This design comes from an exercise in tuning for small area on the open sky130 flow, not from production work.
The RTL was checked by simulation tests, not by an equivalence proof against the original design.

==> flow/design.v, too long to show whole: its modules and the start of the top module <==
// module corr_mac: 440 lines
// module correlator_top: 339 lines
module correlator_top
(
  input  logic                 clk_in,
  input  logic                 i_rst,
  input  logic                 i_pdm_valid,
  input  logic [3-1:0] i_pdm_bits,
  output logic                 o_acc_valid,
  output logic [(((3 * (3 - 1) / 2) > 1) ? $clog2((3 * (3 - 1) / 2)) : 1)-1:0]              o_acc_bl,
  output logic [((8 > 1) ? $clog2(8) : 1)-1:0]             o_acc_lag,
  output logic signed [48-1:0]                 o_acc_data,
  output logic                 o_acc_last
);
  // ...
==> flow/flow/run.sh <==
#!/bin/bash
# Standard layout with two changes to how it is made:
#  - synthesis maps logic with an area-oriented ABC script (flow/abc_area.script,
#    used through ABC_AREA=1) from a copy of the ORFS scripts folder;
#  - the clock tree uses small leaf clusters of clkbuf_4 and no dummy loads;
#  - ports are buffered with buf_1.
# Each tool's output goes to a log file in this folder.
set -euo pipefail
HERE=$(pwd)
rm -rf "$HERE/scripts_mod"
cp -r "$FLOW_HOME/scripts" "$HERE/scripts_mod"
cp "$HERE/flow/abc_area.script" "$HERE/scripts_mod/abc_area.script"
CTS="-sink_clustering_enable -repair_clock_nets -dont_use_dummy_load -sink_clustering_size 8 -sink_clustering_max_diameter 80 -buf_list sky130_fd_sc_hd__clkbuf_4"
bash standard.sh "SCRIPTS_DIR=$HERE/scripts_mod" "CTS_ARGS=$CTS" "BUFFER_PORTS_ARGS=-buffer_cell sky130_fd_sc_hd__buf_1" finish > make_finish.log 2>&1
==> flow/flow/abc_area.script <==
strash
dch
map -a
strash
dch
map -a
topo
==> flow/standard.sh <==
#!/bin/bash
# synth_recipe.tcl (not shown) runs the flow's synth.tcl, then flattens the netlist and writes it again
# the make line also repeats each setting of config.mk as NAME=value (left out here)
make -C /OpenROAD-flow-scripts/flow DESIGN_CONFIG=/design/flow/config.mk WORK_HOME=/design/flow/orfs CLKGATE_MAP_FILE= SYNTH_SCRIPT=/design/flow/synth_recipe.tcl "${@:-finish}"
==> flow/config.mk <==
export PLATFORM = sky130hd
export DESIGN_NAME = correlator_top
export DESIGN_NICKNAME = correlator_top
export VERILOG_FILES = /design/flow/design.v
export SDC_FILE = /design/flow/constraint.sdc
export NUM_CORES = 4
export LEC_CHECK = 0
export ABC_AREA = 1
export CAP_MARGIN = 10
export CORE_MARGIN = 2
export CORE_UTILIZATION = 55
export SLEW_MARGIN = 10
==> flow/constraint.sdc <==
create_clock -name core_clock -period 20.0 [get_ports {clk_in}]
set_input_delay 4.0000 -clock core_clock [delete_from_list [all_inputs] [get_ports {clk_in}]]
set_output_delay 4.0000 -clock core_clock [all_outputs]
set_load 0.01 [all_outputs]
==> results list, run 1 <==
- Outcome: finished clean
- Summed over all failing endpoints, the final setup total negative slack is 0 ns.
- Total number of clock tree sinks: 880
* Core Region: 64600 um2
- Total congestion overflow after global routing: 0
- Height of the die: 260 um
* Maximum number of pins on one net before global-route repair: 48
- Simple-gate share of the synthesized area: 8.39%
- From left edge to right edge, the die measures 260 um.
* GPL Wtd Cong: 0.907
- In the synthesized netlist, the number of instances is 3428.
* Multi-input comb cells: 2067
- Total number of cells along the worst setup path: 75
- Reg-to-reg slack, setup: 0.75 ns
* Inverter count: 469
* DP Area: 38300 um2
- Hold Path Depth: 0
* Clock tree from TritonCTS: done
- Summing the areas of all fa, ha and maj instances in the mapped netlist gives 17.6% of the synthesized area.
- For this run, the share of the core covered by cells in the final layout is 61.1%.
- r2 holds more flip-flops than any other register.
* Number of inserted filler cells in the final layout: 5522
- The first global-routing pass estimated 153000 um of wire.
- In the routed layout, each cell is associated on average with a via count of 5.68.
- Number of buffers on the longest clock path: 3
- Final period demand of the worst path: 19.25 ns
* Number of flip-flops and latches: 880
- DR WL met2: 45500 um
* Highest cell delay on the worst timing path: 0.56 ns
==> run 2: changes to the inputs <==
==> flow/flow/run.sh (replaced) <==
#!/bin/bash
# Standard layout with these changes to how it is made:
#  - synthesis maps logic with an area-oriented ABC script (flow/abc_area.script,
#    used through ABC_AREA=1) from a copy of the ORFS scripts folder;
#  - after synthesis, flow/postsynth.py maps the combinational logic again
#    (registers, adders and their names untouched) and keeps the smaller netlist;
#  - the clock tree uses small leaf clusters of clkbuf_4 and no dummy loads;
#  - ports are buffered with buf_1.
# Each tool's output goes to a log file in this folder.
set -euo pipefail
HERE=$(pwd)
rm -rf "$HERE/scripts_mod" "$HERE/post"
cp -r "$FLOW_HOME/scripts" "$HERE/scripts_mod"
cp "$HERE/flow/abc_area.script" "$HERE/scripts_mod/abc_area.script"
CTS="-sink_clustering_enable -repair_clock_nets -dont_use_dummy_load -sink_clustering_size 8 -sink_clustering_max_diameter 80 -buf_list sky130_fd_sc_hd__clkbuf_4"
ARGS=("SCRIPTS_DIR=$HERE/scripts_mod" "CTS_ARGS=$CTS" "BUFFER_PORTS_ARGS=-buffer_cell sky130_fd_sc_hd__buf_1")
bash standard.sh "${ARGS[@]}" synth > make_synth.log 2>&1
RES="$HERE/orfs/results/$FLOW_PLATFORM/correlator_top/base"
LIB="$FLOW_HOME/platforms/$FLOW_PLATFORM/lib/sky130_fd_sc_hd__tt_025C_1v80.lib"
if [[ -x "$FLOW_HOME/../tools/install/yosys/bin/yosys" ]]; then
  export YOSYS_BIN="$FLOW_HOME/../tools/install/yosys/bin/yosys"
fi
cp "$RES/1_2_yosys.v" "$HERE/1_2_yosys.std.v"
python3 "$HERE/flow/postsynth.py" "$LIB" "$FLOW_TOP" "$HERE/1_2_yosys.std.v" "$HERE/1_2_yosys.post.v" \
  "$HERE/post" 6 "$HERE/flow/reabc1.script,$HERE/flow/reabc2.script,$HERE/flow/reabc3.script" \
  > postsynth.log 2>&1
cp "$HERE/1_2_yosys.post.v" "$RES/1_2_yosys.v"
rm -f "$RES/1_synth.odb" "$RES/1_synth.sdc"
bash standard.sh "${ARGS[@]}" finish > make_finish.log 2>&1
==> flow/flow/fa_polarity.py (new file) <==
#!/usr/bin/env python3
"""Rewrite a mapped sky130hd netlist so fewer inverters sit between full adders.

A full adder is self-dual: inverting its three inputs inverts both outputs. For
every sky130_fd_sc_hd__fa_* cell this chooses whether to use it in inverted
form, so that as few nets as possible need an inverter, and then rebuilds the
inverters: at most one per net, shared by all loads that need the complement.
The logic function of every port and register input is unchanged; no register
or port is touched.

usage: fa_polarity.py LIBERTY IN.v OUT.v
"""
import re, sys, random

lib, src, dst = sys.argv[1:4]

# Output pins of every cell, from the liberty file
outs = {}
cell = None
for line in open(lib):
    m = re.match(r'\s*cell\s*\(\s*"?([\w]+)"?\s*\)', line)
    if m:
        cell = m.group(1); outs[cell] = set(); continue
    m = re.match(r'\s*pin\s*\(\s*"?(\w+)"?\s*\)', line)
    if m:
        pin = m.group(1); continue
    if re.match(r'\s*direction\s*:\s*"?output', line) and cell:
        outs[cell].add(pin)

text = open(src).read()
mstart = text.index('module ')
header_end = text.index(';', mstart) + 1
body = text[header_end:text.rindex('endmodule')]

inst_re = re.compile(r'\s*(sky130_fd_sc_hd__\w+)\s+(\S+)\s*\((.*?)\);', re.S)
pin_re = re.compile(r'\.(\w+)\(\s*(.*?)\s*\)(?=\s*,|\s*$)', re.S)

decls = []
cells = []   # [type, name, {pin: net}]
pos = 0
for stmt in re.finditer(r'[^;]*;', body, re.S):
    s = stmt.group(0)
    m = inst_re.match(s)
    if m:
        typ, name, pins = m.group(1), m.group(2), m.group(3)
        conn = {}
        for p, n in pin_re.findall(pins):
            conn[p] = n.strip()
        cells.append([typ, name, conn])
    else:
        decls.append(s)

ports = set()
for d in decls:
    m = re.match(r'\s*(input|output|inout)\s*(\[[^\]]*\])?\s*(.*);', d, re.S)
    if m:
        nm = m.group(3).strip()
        if m.group(2):
            hi, lo = [int(x) for x in m.group(2)[1:-1].split(':')]
            for i in range(min(hi, lo), max(hi, lo) + 1):
                ports.add(f'{nm}[{i}]')
        ports.add(nm)

def is_inv(t):
    return re.match(r'sky130_fd_sc_hd__(clk)?inv_\d+$', t) is not None
def is_fa(t):
    return re.match(r'sky130_fd_sc_hd__fa_\d+$', t) is not None

driver = {}
for ci, (t, n, conn) in enumerate(cells):
    for p, net in conn.items():
        if p in outs[t]:
            driver[net] = (ci, p)

def key(net):
    return net.replace(' ', '')

# Inverters we may remove: input and output are plain internal nets
removable = set()
for ci, (t, n, conn) in enumerate(cells):
    if is_inv(t) and key(conn['Y']) not in ports and key(conn['A']) not in ports \
            and not conn['A'].startswith("1'") :
        removable.add(ci)

def base_of(net):
    """(base net, parity) looking through removable inverters."""
    par = 0
    seen = 0
    while net in driver and driver[net][0] in removable and seen < 8:
        net = cells[driver[net][0]][2]['A']
        par ^= 1
        seen += 1
    return net, par

fa_ids = [ci for ci, c in enumerate(cells) if is_fa(c[0])]
fa_index = {ci: k for k, ci in enumerate(fa_ids)}
FA_IN = ('A', 'B', 'CIN')

# Loads: every input pin of a kept cell, as (cell, pin, base, parity)
loads = {}   # base -> list of (ci, pin, r)
for ci, (t, n, conn) in enumerate(cells):
    if ci in removable:
        continue
    for p, net in conn.items():
        if p in outs[t]:
            continue
        b, r = base_of(net)
        loads.setdefault(b, []).append((ci, p, r))
# Output ports read nets too
port_loads = {}
for net in list(driver.keys()):
    if key(net) in ports:
        pass
for net in ports:
    pass

def drv_fa(b):
    d = driver.get(b)
    if d and d[0] in fa_index:
        return fa_index[d[0]]
    return None

flip = [0] * len(fa_ids)

def need_inv(b):
    df = drv_fa(b)
    fd = flip[df] if df is not None else 0
    for ci, p, r in loads.get(b, []):
        g = fa_index.get(ci)
        fg = flip[g] if g is not None else 0
        if r ^ fg ^ fd:
            return 1
    return 0

def need_true(b):
    """A flipped FA output still has to give the true value to any port it drives."""
    return 0

# Nets touched by each FA
touch = []
for ci in fa_ids:
    conn = cells[ci][2]
    s = set()
    for p in FA_IN:
        s.add(base_of(conn[p])[0])
    for p in ('SUM', 'COUT'):
        if p in conn:
            s.add(conn[p])
    touch.append(s)

# A flipped FA must not drive a port or be read through a net we cannot invert
fixed = set()
for k, ci in enumerate(fa_ids):
    conn = cells[ci][2]
    for p in ('SUM', 'COUT'):
        if p in conn and key(conn[p]) in ports:
            fixed.add(k)

def cost_of(nets):
    return sum(need_inv(b) for b in nets)

before = sum(need_inv(b) for b in loads)
improved = True
it = 0
while improved and it < 50:
    improved = False
    it += 1
    for k in range(len(fa_ids)):
        if k in fixed:
            continue
        c0 = cost_of(touch[k])
        flip[k] ^= 1
        c1 = cost_of(touch[k])
        if c1 < c0:
            improved = True
        else:
            flip[k] ^= 1
after = sum(need_inv(b) for b in loads)
n_old_inv = sum(1 for ci in removable)
sys.stderr.write(f"fa cells {len(fa_ids)}, flipped {sum(flip)}, removable inverters {n_old_inv}, "
                 f"nets needing an inverter: {before} -> {after}\n")

# Rebuild: every load of base b that needs the complement reads b's inverter
inv_net = {}
# A prefix no existing name starts with
k = 0
while f"_fapol{k}_" in text:
    k += 1
PFX = f"_fapol{k}_"
new_decls = []
new_cells = []
cnt = 0
def inv_for(b):
    global cnt
    if b not in inv_net:
        cnt += 1
        nn = f"{PFX}{cnt}_"
        inv_net[b] = nn
        new_decls.append(f"\n  wire {nn};")
        new_cells.append(["sky130_fd_sc_hd__inv_1", f"{PFX}inv_{cnt}_", {"A": b, "Y": nn}])
    return inv_net[b]

for b, lst in loads.items():
    df = drv_fa(b)
    fd = flip[df] if df is not None else 0
    for ci, p, r in lst:
        g = fa_index.get(ci)
        fg = flip[g] if g is not None else 0
        if r ^ fg ^ fd:
            cells[ci][2][p] = inv_for(b)
        else:
            cells[ci][2][p] = b

out = [text[:header_end]]
out.extend(decls)
out.extend(new_decls)
def emit(t, n, conn):
    ps = ",\n".join(f"    .{p}({net + ' ' if net.startswith(chr(92)) else net})" for p, net in conn.items())
    return f"\n  {t} {n} (\n{ps}\n  );"
for ci, (t, n, conn) in enumerate(cells):
    if ci in removable:
        continue
    out.append(emit(t, n, conn))
for t, n, conn in new_cells:
    out.append(emit(t, n, conn))
out.append("\nendmodule\n")
open(dst, 'w').write("".join(out))
==> flow/flow/gen_cells.py (new file) <==
#!/usr/bin/env python3
"""Write Verilog models of the single-output combinational cells of a liberty
file (from their function attributes), so Yosys can re-map them.
Cells with flip-flops, latches, several outputs or no function are left out.
usage: gen_cells.py LIBERTY OUT.v"""
import re, sys
lib, dst = sys.argv[1:3]
txt = open(lib).read()
out = []
for m in re.finditer(r'\n\s*cell\s*\(\s*"?(\w+)"?\s*\)\s*\{', txt):
    name = m.group(1)
    # body: up to the next cell
    start = m.end()
    nxt = re.search(r'\n\s*cell\s*\(', txt[start:])
    body = txt[start:start + nxt.start()] if nxt else txt[start:]
    if re.search(r'\b(ff|latch|statetable|clock_gating_integrated_cell)\s*\(', body) or 'clock_gate' in body:
        continue
    pins = re.findall(r'\n\s*pin\s*\(\s*"?(\w+)"?\s*\)\s*\{(.*?)\n\s*\}', body, re.S)
    ins, outs = [], []
    for pn, pb in pins:
        d = re.search(r'direction\s*:\s*"?(\w+)', pb)
        if not d:
            continue
        if d.group(1) == 'input':
            ins.append(pn)
        elif d.group(1) == 'output':
            f = re.search(r'function\s*:\s*"([^"]*)"', pb)
            outs.append((pn, f.group(1) if f else None))
    if len(outs) != 1 or outs[0][1] is None or not ins:
        continue
    on, fn = outs[0]
    if re.search(r'VPWR|VGND|KAPWR|VPB|VNB', fn):
        continue
    expr = fn.replace('!', '~').replace('*', '&').replace('+', '|')
    ports = ", ".join([f"input {p}" for p in ins] + [f"output {on}"])
    out.append(f"module {name}({ports});\n  assign {on} = {expr};\nendmodule\n")
open(dst, 'w').write("\n".join(out))
print(len(out), "cells")
==> flow/flow/postsynth.py (new file) <==
#!/usr/bin/env python3
"""Re-map the combinational logic of a synthesized sky130hd netlist.

1. fa_polarity.py flips full adders so fewer inverters sit between them.
2. Yosys reads the netlist with models of the single-output combinational
   cells (flip-flops, adders, buffers and tie cells stay black boxes, so every
   register keeps its instance name and cell type), flattens those cells to
   gates and maps them again with ABC. Steps 1-2 repeat; the smallest result
   is kept, or the input if none is smaller.

usage: postsynth.py LIBERTY TOP IN.v OUT.v WORKDIR ROUNDS ABC_SCRIPT[,ABC_SCRIPT...]
(round r uses the scripts in turn)
"""
import os, re, shutil, subprocess, sys

lib, top, src, dst, work, rounds, abc = sys.argv[1:8]
rounds = int(rounds)
abcs = abc.split(",")
here = os.path.dirname(os.path.abspath(__file__))
os.makedirs(work, exist_ok=True)
yosys = os.environ.get("YOSYS_BIN", "yosys")

DONTUSE = ("probe_p_8 probec_p_8 lpflow_bleeder_1 lpflow_clkbufkapwr_1 lpflow_clkbufkapwr_16 "
           "lpflow_clkbufkapwr_2 lpflow_clkbufkapwr_4 lpflow_clkbufkapwr_8 lpflow_clkinvkapwr_1 "
           "lpflow_clkinvkapwr_16 lpflow_clkinvkapwr_2 lpflow_clkinvkapwr_4 lpflow_clkinvkapwr_8 "
           "lpflow_decapkapwr_12 lpflow_decapkapwr_3 lpflow_decapkapwr_4 lpflow_decapkapwr_6 "
           "lpflow_decapkapwr_8 lpflow_inputiso0n_1 lpflow_inputiso0p_1 lpflow_inputiso1n_1 "
           "lpflow_inputiso1p_1 lpflow_inputisolatch_1 lpflow_isobufsrc_1 lpflow_isobufsrc_16 "
           "lpflow_isobufsrc_2 lpflow_isobufsrc_4 lpflow_isobufsrc_8 lpflow_isobufsrckapwr_16 "
           "lpflow_lsbuf_lh_hl_isowell_tap_1 lpflow_lsbuf_lh_hl_isowell_tap_2 "
           "lpflow_lsbuf_lh_hl_isowell_tap_4 lpflow_lsbuf_lh_isowell_4 lpflow_lsbuf_lh_isowell_tap_1 "
           "lpflow_lsbuf_lh_isowell_tap_2 lpflow_lsbuf_lh_isowell_tap_4").split()
dontuse = " ".join(f"-dont_use sky130_fd_sc_hd__{c}" for c in DONTUSE)

def area_of(netlist, tag):
    """Area of a netlist by Yosys stat."""
    ys = os.path.join(work, f"{tag}_stat.ys")
    st = os.path.join(work, f"{tag}_stat.txt")
    open(ys, "w").write(f"read_liberty -lib {lib}\nread_verilog {netlist}\nhierarchy -top {top}\n"
                        f"tee -o {st} stat -liberty {lib}\n")
    subprocess.run([yosys, "-q", "-l", os.path.join(work, f"{tag}_stat.log"), ys], check=True)
    return float(re.search(r"Chip area for module .*?: ([\d.]+)", open(st).read()).group(1))

cells_all = os.path.join(work, "cells_all.v")
subprocess.run([sys.executable, os.path.join(here, "gen_cells.py"), lib, cells_all], check=True)
mods = open(cells_all).read().split("endmodule\n")
keep = [m for m in mods if m.strip() and not re.search(
    r"module sky130_fd_sc_hd__(buf|clkbuf|dlygate|clkdlybuf|dlymetal|bufbuf|lpflow)", m)]
cells = os.path.join(work, "cells_comb.v")
open(cells, "w").write("endmodule\n".join(keep) + "endmodule\n")
tpl = open(os.path.join(here, "reabc.ys.tpl")).read()

best = src
best_area = area_of(src, "r0")
print(f"input area {best_area:.1f}", flush=True)
cur = src
for r in range(1, rounds + 1):
    pol = os.path.join(work, f"r{r}_pol.v")
    subprocess.run([sys.executable, os.path.join(here, "fa_polarity.py"), lib, cur, pol], check=True)
    out = os.path.join(work, f"r{r}_out.v")
    ys = os.path.join(work, f"r{r}.ys")
    open(ys, "w").write(tpl.replace("@LIB@", lib).replace("@CELLS@", cells).replace("@IN@", pol)
                        .replace("@TOP@", top).replace("@SCRIPT@", abcs[(r - 1) % len(abcs)]).replace("@DONTUSE@", dontuse)
                        .replace("@STAT@", os.path.join(work, f"r{r}_abcstat.txt")).replace("@OUT@", out))
    subprocess.run([yosys, "-q", "-l", os.path.join(work, f"r{r}.log"), ys], check=True)
    a = area_of(out, f"r{r}")
    print(f"round {r}: area {a:.1f}", flush=True)
    if a < best_area:
        best, best_area = out, a
    cur = out
shutil.copyfile(best, dst)
print(f"kept {best} ({best_area:.1f})")
==> flow/flow/reabc.ys.tpl (new file) <==
read_liberty -lib @LIB@
read_verilog -overwrite @CELLS@
read_verilog @IN@
hierarchy -top @TOP@
flatten
techmap
opt -fast
opt_clean -purge
abc -script @SCRIPT@ -liberty @LIB@ @DONTUSE@
opt_clean -purge
hilomap -singleton -hicell sky130_fd_sc_hd__conb_1 HI -locell sky130_fd_sc_hd__conb_1 LO
splitnets
opt_clean -purge
insbuf -buf sky130_fd_sc_hd__buf_4 A X
opt_clean -purge
rename -hide w:*.*
tee -o @STAT@ stat -liberty @LIB@
write_verilog -noattr -nohex -nodec @OUT@
==> flow/flow/reabc1.script (new file) <==
strash
dch
map -a
strash
dch
map -a
topo
==> flow/flow/reabc2.script (new file) <==
strash
&get -n
&st
&dch
&nf -a
&put
strash
&get -n
&st
&dch
&nf -a
&put
topo
==> flow/flow/reabc3.script (new file) <==
strash
dch
amap
strash
dch
map -a
topo
==> results list, run 2 <==
* I/O pin cnt: 61 (unchanged)
- Netlist Area Pre-Place: 35400 um2 (was 35900 um2)
- The number of antenna violations at the first check in global routing was 4 (was 3).
- The clock-pin slew on the worst setup and hold paths is 0.09 ns (about the same).
- Drt initial violations: 2074 (was 1975)
* Total setup violations reported at the end of the flow: 0 (unchanged)
- The routed wire length was 95800 um (was 96700 um).
* Total number of clock tree sinks: 880 (unchanged)
- Hold Path Depth: 0 (unchanged)
- The transition time at the pin with the least slew margin is 1.02 ns (was 1.25 ns).
- Routed via count: 24100 (was 26100)
- The aggregate negative setup slack came to 0 ns (unchanged).
- The maximum clock frequency came to 51.8 MHz (was 51.9 MHz).
- The part of the cycle the worst path needs was 96.4% (was 96.3%).
* Type of the tightest min-delay check: reg2reg (unchanged)
- The width of the die was 258 um (was 260 um).
* Cts bufs inserted: 121 (unchanged)
* Total number of cells along the worst setup path: 60 (was 75)
- The number of endpoints with negative hold slack in the final report was 0 (unchanged).
- The die area is 66500 um2 (was 67400 um2).
- Area growth from synthesis to layout: 10.1% (was 9.74%)
- The register with the most flip-flops is r2 (unchanged).
* Global-route wire length before repair: 150000 um (was 153000 um)
- The reg-to-reg startpoint was t[1]$_SDFFE_PP0N_ (was bl[1]$_SDFFE_PP0P_).
* Outcome: finished clean (unchanged)
* Arrival time reported for the critical path endpoint: 20.03 ns (about the same)
- FF-to-FF path depth: 60 (was 75)
- DP Area: 37800 um2 (was 38300 um2)
- The library cell used as clock root buffer is clkbuf_4 (unchanged).
- CP Data Required Time: 20.75 ns (was 20.78 ns)
- Delay-heaviest family, CP: adder cells (unchanged)
- The site row count was 93 (unchanged).
- Avg Vias per Cell: 5.86 (was 5.68)
- WP buf/inv: 8 (was 14)
* Clk latency of the worst-skew pair: 0.95 ns (was 0.94 ns)
* Core Region: 64100 um2 (was 64600 um2)
- Top library cells by usage in the layout, fill and taps aside: dfxtp_1 (823), fa_1 (234), a22oi_1 (221) (was dfxtp_1 (823), clkinv_1 (458), nand2_1 (390)).
- Kind of capture point of the worst setup path: flip-flop (unchanged)
* Length of the first detailed-routing pass in iterations: 6 (unchanged)
- Maximum number of pins on one net before global-route repair: 53 (was 48)
- The slowest stage cell on the critical path is fa_1 (unchanged).
* Number of port buffers: 60 (unchanged)
- Starting density of the core: 55.3% (was 55.6%)
- Average wire per cell in the routed design: 23.3 um (was 21.0 um)
- The final number of max-transition violations came to 0 (unchanged).
* Number of buffers on the longest clock path: 3 (unchanged)
- The timing endpoint of the critical path is acc[35]$_DFF_P_ (unchanged).
* Final Instance Area: 39000 um2 (was 39400 um2)
- Flip-flop count of the largest register, all copies and words added: 216 (unchanged)
- Clock tree from TritonCTS: done (unchanged)
* Proportion of layout cells with a drive suffix above 1: 11.3% (was 9.87%)
- Highest cell delay on the worst timing path: 0.53 ns (was 0.56 ns)
- The number of warnings printed during yosys synthesis is 11 (unchanged).
* Total congestion overflow after global routing: 0 (unchanged)
* Crit-path max FO: 16 (was 13)
- The smallest hold slack came to 0.253 ns (was 0.265 ns).
* Number of nets at the end of the flow: 3612 (was 4107)
* Number of maximum-capacitance violations: 0 (unchanged)
- Count of hold-fix buffers inserted at cts: 0 (unchanged)
- Total global routing track utilization: 29.2% (was 29.4%)
- Net count after synthesis: 3297 (was 3794)
* Worst setup path category: reg2reg (unchanged)
* HPWL after DPL: 68000 um (was 67900 um)
* Via count of the first global-routing pass: 25300 (was 27300)
* GPL Wtd Cong: 0.929 (was 0.907)
* Rel. slew slack: 31.8% (was 16.0%)
- The count of mapped cells out of synthesis was 2931 (was 3428).
- The number of remaining DRC errors was 0 (unchanged).
- The floorplan die height was 258 um (was 260 um).
- The capturing point of the worst reg2reg path is acc[35]$_DFF_P_ (unchanged).
- Crit. Startpoint: t[1]$_SDFFE_PP0N_ (was bl[1]$_SDFFE_PP0P_)
- Sort of element at the start of the critical path: flip-flop (unchanged)
* Biggest regs: r2 (216), r1 (180), r0 (72) (unchanged)
* Most used cell, CP: fa_1 (unchanged)
- Reg-to-reg slack, setup: 0.71 ns (was 0.75 ns)
- Final period demand of the worst path: 19.29 ns (was 19.25 ns)
- The remaining antenna violation count is 0 (unchanged).
- The mean cell area of the mapped netlist is 12.1 um2 (was 10.5 um2).
* Commonest non-fill, non-tap cell in the layout: dfxtp_1 (unchanged)
- The clock tree skew after final layout came to 0.137 ns (was 0.100 ns).
- The H-tree depth reported by CTS was 3 (unchanged).
[run 2: cell types whose count changed in the layout (fill, tap and decap cells not counted), sizes merged, moves of 51 or more]
cell    change
a21oi      -78
a222oi     +69
a22oi      +61
clkinv    -277
mux2       +51
nand2     -241
nor2      -125
o22ai     -115
xnor2      +68
xor2       -79
[run 2: through the flow]
stage                     std cells  setup WS (ns)  util [%]
after floorplan                2931         0.0507         -
after global placement         3958         -0.108      58.9
after detailed placement       3958         -0.507      58.9
after CTS                      4080         0.0144      60.4
after global routing           4101        -0.0457      60.8
final                          4105          0.713      60.9
[run 2: per-layer routing]
layer	routed length [um]	share of wire (%)	global-route usage [%]	vias to the layer above
li1	-	-	-	11100
met1	41600	43	39.4	12000
met2	45500	48	47.9	792
met3	5830	6.1	5.11	189
met4	2860	3.0	10.2	4
met5	26	0.027	0	-
[run 2: final cells by class]
class	count	area, um2
well taps	855	1070
diodes	6	15.0
fillers	5261	25100
clock buffers	121	908
inverters	189	709
multi-input cells	1814	16500
flip-flops and latches	880	18200
repair buffers	240	1600
[run 2: worst min path at each step]
stage | start | end
after floorplan | a0[1][0]$_DFF_P_ | a0[0][0]$_DFF_P_
after global placement | a1[2][8]$_DFF_P_ | a1[1][8]$_DFF_P_
after detailed placement | a0[2][8]$_DFF_P_ | a0[1][8]$_DFF_P_
after CTS | a1[1][8]$_DFF_P_ | a1[0][8]$_DFF_P_
after global routing | r2[9][8]$_DFF_P_ | r2[8][8]$_DFF_P_
final | a2[2][8]$_DFF_P_ | a2[1][8]$_DFF_P_
[run 2: repair_timing]
| item | CTS | global route |
|---|---|---|
| endpoints found under the setup margin | 2 | 3 |
| pin swaps | 1 | 14 |
| gates resized for setup | 14 | 35 |
| buffers inserted | 1 | 19 |

afterwards: timing with drivers on the ports:
In the flow no input, the clock included, has a driving cell. The finished layouts below were timed again as built, in two steps.
Step 1 (the two cells are an assumption about what drives the block):
set clk [get_ports {clk_in}]
set_driving_cell -lib_cell sky130_fd_sc_hd__clkbuf_16 $clk
set_driving_cell -lib_cell sky130_fd_sc_hd__buf_2 [delete_from_list [all_inputs] $clk]
Step 2, shift: input delay + t, output delay - t, t = (earliest + latest rising clock arrival at the registers) / 2. This alone moves slack from input paths to output paths.
Slacks: ideal ports / drivers / drivers and shift; pairs: ideal ports / drivers.
run | t (ns) | setup WS [ns] | hold slack, ns
run 1 | 0.952 | 0.747 / 0.747 / 0.747 | 0.265 / 0.265 / 0.265
run 2 | 0.942 | 0.713 / 0.713 / 0.713 | 0.253 / 0.253 / 0.253
After both steps every run listed still meets setup and hold.
